Background: an optimization exercise with open tools, aiming at small area, a short achievable clock period and few clock cycles. Do not read the settings as production practice.
Function was checked by simulation only, so behaviour that the tests miss may differ from the original.
Power figures rest on the tool's default switching activity, not on a simulated workload.

Design laser_dot_centroid_ranger, start of the top module:
module laser_dot_centroid_ranger (
    input  logic                 i_clk,
    input  logic                 i_rst_n,
    input  logic                 s_axis_tvalid,
    output logic                 s_axis_tready,
    input  logic [47:0]          s_axis_tdata,
    input  logic                 s_axis_tlast,
    output logic                 m_axis_tvalid,
    input  logic                 m_axis_tready,
    output logic [55:0]          m_axis_tdata,
    output logic [1:0]           m_axis_tuser,
    input  logic                 i_cfg_we,
    input  logic [2:0]           i_cfg_idx,
    input  logic [COEF_W-1:0]    i_cfg_data
);
make LEC_CHECK=0 ABC_AREA=1 CAP_MARGIN=20 CORE_MARGIN=2 CORE_UTILIZATION=40 CTS_BUF_LIST=sky130_fd_sc_hd__clkbuf_8 CTS_CLUSTER_DIAMETER=50 CTS_CLUSTER_SIZE=16 SETUP_SLACK_MARGIN=5 SLEW_MARGIN=20 SYNTH_MEMORY_MAX_BITS=16384 TNS_END_PERCENT=0 finish   # period 9.0 ns
run.sh (not shown) runs the stock make flow with config.mk's settings and CLKGATE_MAP_FILE= SYNTH_SCRIPT=/design/flow/synth_recipe.tcl, a recipe that flattens the netlist after the stock synthesis.
Testbench counts at the start, summed over its fixed seeds: cycles 43,134.
Next try:
- CORE_UTILIZATION: 40 -> 50
- TNS_END_PERCENT: 0 -> 100
Power decreases by 1.6%.
Worst setup slack improved by 0.18 ns.
Final area stays flat.
Final cell count decreases by 3.5%.
Die area decreases by 20%.
Fmax increases by 4.7%.
Clock power decreases by about 4%.
Via count increases by 1.6%.
Core utilization increases by 11 points.
Non-clock buffer count increases by 6.
Clock skew increases by 0.012 ns.


## JK
laser_dot_centroid_ranger again, from the RTL that the note above started with.
Settings: LEC_CHECK=0, ABC_AREA=1, CAP_MARGIN=20, CORE_MARGIN=2, CORE_UTILIZATION=40, CTS_BUF_LIST=sky130_fd_sc_hd__clkbuf_8, CTS_CLUSTER_DIAMETER=50, CTS_CLUSTER_SIZE=16, SETUP_SLACK_MARGIN=5, SLEW_MARGIN=20, SYNTH_MEMORY_MAX_BITS=16384, TNS_END_PERCENT=100; clock period 9.0 ns.
Testbench counts of JK, summed over its fixed seeds: cycles 43,134.
Relative to JK, the following input files were edited for MS:
- PLACE_DENSITY: unset -> 0.75
- CORE_UTILIZATION: 40 -> 60
[summary]
Going from JK to MS, area growth from synthesis to final layout -2.2 points, final instance area -610 sq um, compound-gate portion of the synthesized area ~0 delta, count of multi-input gates ~0 delta. Looking at origin of the worst setup path, the u_dp.r_mul$_SDFF_PN0_ result is from MS; the u_dp.r_dsel$_SDFF_PN0_ one comes from JK. | wire length | MS vs JK | ≈ equal |. Post-cts sizing count (MS over JK): increase, about 36%.
## Diff of input files: AL against MS
- CTS_CLUSTER_DIAMETER: 50 -> unset
- CTS_BUF_LIST: sky130_fd_sc_hd__clkbuf_8 -> unset
- CTS_CLUSTER_SIZE: 16 -> unset
Notes after the runs:
On AL: switching share of power is 3.4 points lower than what MS gave.
Diff MS..AL | met1 demand-to-capacity share in global routing | negligible
The slowest library cell on the worst path comes out sky130_fd_sc_hd__fa_1 in one run and sky130_fd_sc_hd__dfxtp_2 in the other, namely in MS and AL respectively.
Post-layout instance area ended up 1.3% higher on AL than on MS.
Fraction of final layout cells with drive strength greater than 1 on AL is down relative to MS.
Non-clock buffer area fraction after layout across MS and AL: no real change.
MS → AL: worst-case hold slack up 0.011 ns; number of nets in the final layout comparable; clock period minus worst slack picked up an extra 0.12 ns; post-layout total power moved up.
Here is what was changed in the inputs of TR compared with AL.
- a deleted ABC_AREA that had been 1
- an added CTS_CLUSTER_SIZE of 16
- an added CTS_BUF_LIST of sky130_fd_sc_hd__clkbuf_8
- a deleted PLACE_DENSITY that had been 0.75
- a change of CORE_UTILIZATION from 60 to 40
- an added CTS_CLUSTER_DIAMETER of 50
--- outcome ---
- Summary of TR over AL: distinct cell type count after synthesis went up by about 35%; register area increased 44 sq um; non-clock buffer count now sits higher; routed wire length down 13 mm.
- Sort AL and TR by routability congestion estimate from global placement, ascending, and TR comes first.
- Slowest cell on the critical path = sky130_fd_sc_hd__fa_1: TR; slowest cell on the critical path = sky130_fd_sc_hd__dfxtp_2: AL


laser_dot_centroid_ranger again, from the RTL that the note above started with.
export LEC_CHECK = 0
export ABC_AREA = 1
export CAP_MARGIN = 20
export CORE_MARGIN = 2
export CORE_UTILIZATION = 40
export SETUP_SLACK_MARGIN = 5
export SLEW_MARGIN = 20
export SYNTH_MEMORY_MAX_BITS = 16384
export TNS_END_PERCENT = 100
create_clock -name core_clock -period 9.0 [get_ports {i_clk}]
standard.sh (not shown) runs the stock make flow with config.mk's settings and CLKGATE_MAP_FILE= SYNTH_SCRIPT=/design/flow/synth_recipe.tcl, a recipe that flattens the netlist after the stock synthesis.
==> flow/flow/run.sh <==
#!/bin/bash
set -euo pipefail
bash standard.sh SETUP_SLACK_MARGIN=5.5 finish > flow_standard.log 2>&1
Testbench counts at the start, summed over its fixed seeds: cycles 43,134.
Next try:
==> flow/run.sh (new file) <==
#!/bin/bash
# synth_recipe.tcl (not shown) runs the flow's synth.tcl, then flattens the netlist and writes it again
# the make line also repeats each setting of config.mk as NAME=value (left out here)
make -C /OpenROAD-flow-scripts/flow DESIGN_CONFIG=/design/flow/config.mk WORK_HOME=/design/flow/orfs CLKGATE_MAP_FILE= SYNTH_SCRIPT=/design/flow/synth_recipe.tcl finish
--- a/flow/config.mk
+++ b/flow/config.mk
@@ -11,2 +11,5 @@
 export CORE_UTILIZATION = 40
+export CTS_BUF_LIST = sky130_fd_sc_hd__clkbuf_8
+export CTS_CLUSTER_DIAMETER = 50
+export CTS_CLUSTER_SIZE = 20
 export SETUP_SLACK_MARGIN = 5
removed: flow/flow/run.sh
removed: flow/standard.sh
The new run finished with timing, DRC and antenna clean.
Final cell count goes down by 2.8%.
Area after synthesis is unchanged.
Non-clock buffer count came out lower by 159.
Via count came out lower by 5.7%.
Die area does not change.
Total power fell by 6.3%.
Setup slack got worse by 180 ps.
Wire length came out lower by 8.2%.
Combinational power went down by 7.7%.


job 251:
Starting RTL as in the previous note.
export LEC_CHECK = 0
export ABC_AREA = 1
export CAP_MARGIN = 20
export CORE_MARGIN = 2
export CORE_UTILIZATION = 40
export CTS_BUF_LIST = sky130_fd_sc_hd__clkbuf_8
export CTS_CLUSTER_DIAMETER = 60
export CTS_CLUSTER_SIZE = 20
export SETUP_SLACK_MARGIN = 5
export SLEW_MARGIN = 20
export SYNTH_MEMORY_MAX_BITS = 16384
export TNS_END_PERCENT = 100
create_clock -name core_clock -period 9.0 [get_ports {i_clk}]
run.sh (not shown) runs the stock make flow with config.mk's settings and CLKGATE_MAP_FILE= SYNTH_SCRIPT=/design/flow/synth_recipe.tcl, a recipe that flattens the netlist after the stock synthesis.
Stock flow here: none of the scripts above is used.
Job 251 | stages: all done | timing, DRC, antenna: all pass
Testbench counts of job 251, summed over its fixed seeds: cycles 43,134.
For job 3771, these inputs were changed with respect to job 251:
Settings: CTS_BUF_LIST no longer set, was sky130_fd_sc_hd__clkbuf_8; CTS_CLUSTER_DIAMETER no longer set, was 60; CTS_CLUSTER_SIZE no longer set, was 20.
Notes after the runs:
Job 3771 went all the way through the flow, and no timing, DRC or antenna check failed.
Both conditions hold for job 251: the flow ran to the end and the final layout passed the timing, DRC and antenna checks.
Any difference in weighted congestion reported at the end of routability-driven placement between job 3771 and job 251 is small enough to ignore.
The final cell area excluding filler cells of job 3771 exceeds that of job 251 by 2.4%.
In job 3771, the maximum single-stage delay on the critical path came out 20 ps above the value in job 251.
Job 251 -> job 3771: sequential element share of the synthesized area flat
From job 251 to job 3771, die area did not move at all.
Higher clock network fraction of design power among job 3771 and job 251: job 3771
Re setup TNS: no difference whatsoever between job 3771 and job 251.
Synthesized area came out exactly the same in job 3771 and job 251.
Relative to job 251, job 3771 degrades clock period minus worst slack.
[job 3771] fraction of area in clock buffers and inverters rose 2.2 points relative to job 251
Net total in the final layout across job 3771 and job 251: no real change.

-- what the ideal ports hide --
The results above use ideal ports. As a check the final layouts listed here were re-extracted and re-timed, cells and wires unchanged.
Step 1 (the two cells are an assumption about what drives the block):
set clk [get_ports {i_clk}]
set_driving_cell -lib_cell sky130_fd_sc_hd__clkbuf_16 $clk
set_driving_cell -lib_cell sky130_fd_sc_hd__buf_2 [delete_from_list [all_inputs] $clk]
Step 2 adds t to the input delays and takes it off the output delays; t is the mean of the earliest and latest rising clock arrival at the registers after step 1. Input paths then give back, and output paths get back, about the clock's delay inside the block.
a / b / c = no drivers / after step 1 / after step 2; a / b = the first two.
| run | shift t [ns] | setup WS [ns] | worst hold slack (ns) | worst setup path at the end | worst data-port slew with drivers (ns) |
|---|---|---|---|---|---|
| the first run of note 1 | 0.756 | 4.978 / 4.978 / 4.345 | 0.321 / 0.321 / 0.321 | input to register | 0.07 |
| the second run of note 1 | 0.764 | 5.160 / 5.160 / 4.451 | 0.333 / 0.333 / 0.333 | input to register | 0.06 |
| JK | 0.760 | 5.135 / 5.135 / 4.428 | 0.323 / 0.323 / 0.323 | input to register | 0.06 |
| MS | 0.726 | 5.099 / 5.099 / 4.502 | 0.315 / 0.315 / 0.315 | input to register | 0.06 |
| AL | 0.649 | 4.984 / 4.984 / 4.478 | 0.326 / 0.326 / 0.326 | input to register | 0.05 |
| TR | 0.743 | 4.884 / 4.884 / 4.380 | 0.322 / 0.322 / 0.322 | input to register | 0.11 |
| the first run of note 3 | 0.681 | 5.292 / 5.296 / 4.631 | 0.324 / 0.324 / 0.324 | input to register | 0.07 |
| the second run of note 3 | 0.762 | 5.108 / 5.108 / 4.466 | 0.324 / 0.324 / 0.324 | input to register | 0.07 |
| job 251 | 0.730 | 5.120 / 5.120 / 4.438 | 0.316 / 0.316 / 0.316 | input to register | 0.07 |
| job 3771 | 0.667 | 5.106 / 5.106 / 4.531 | 0.320 / 0.320 / 0.320 | input to register | 0.07 |
After both steps setup and hold are still met in every run listed. For the second run of note 1, which loses most, drivers alone change the setup slack by 0.000 ns; drivers and shift together by -0.709 ns.
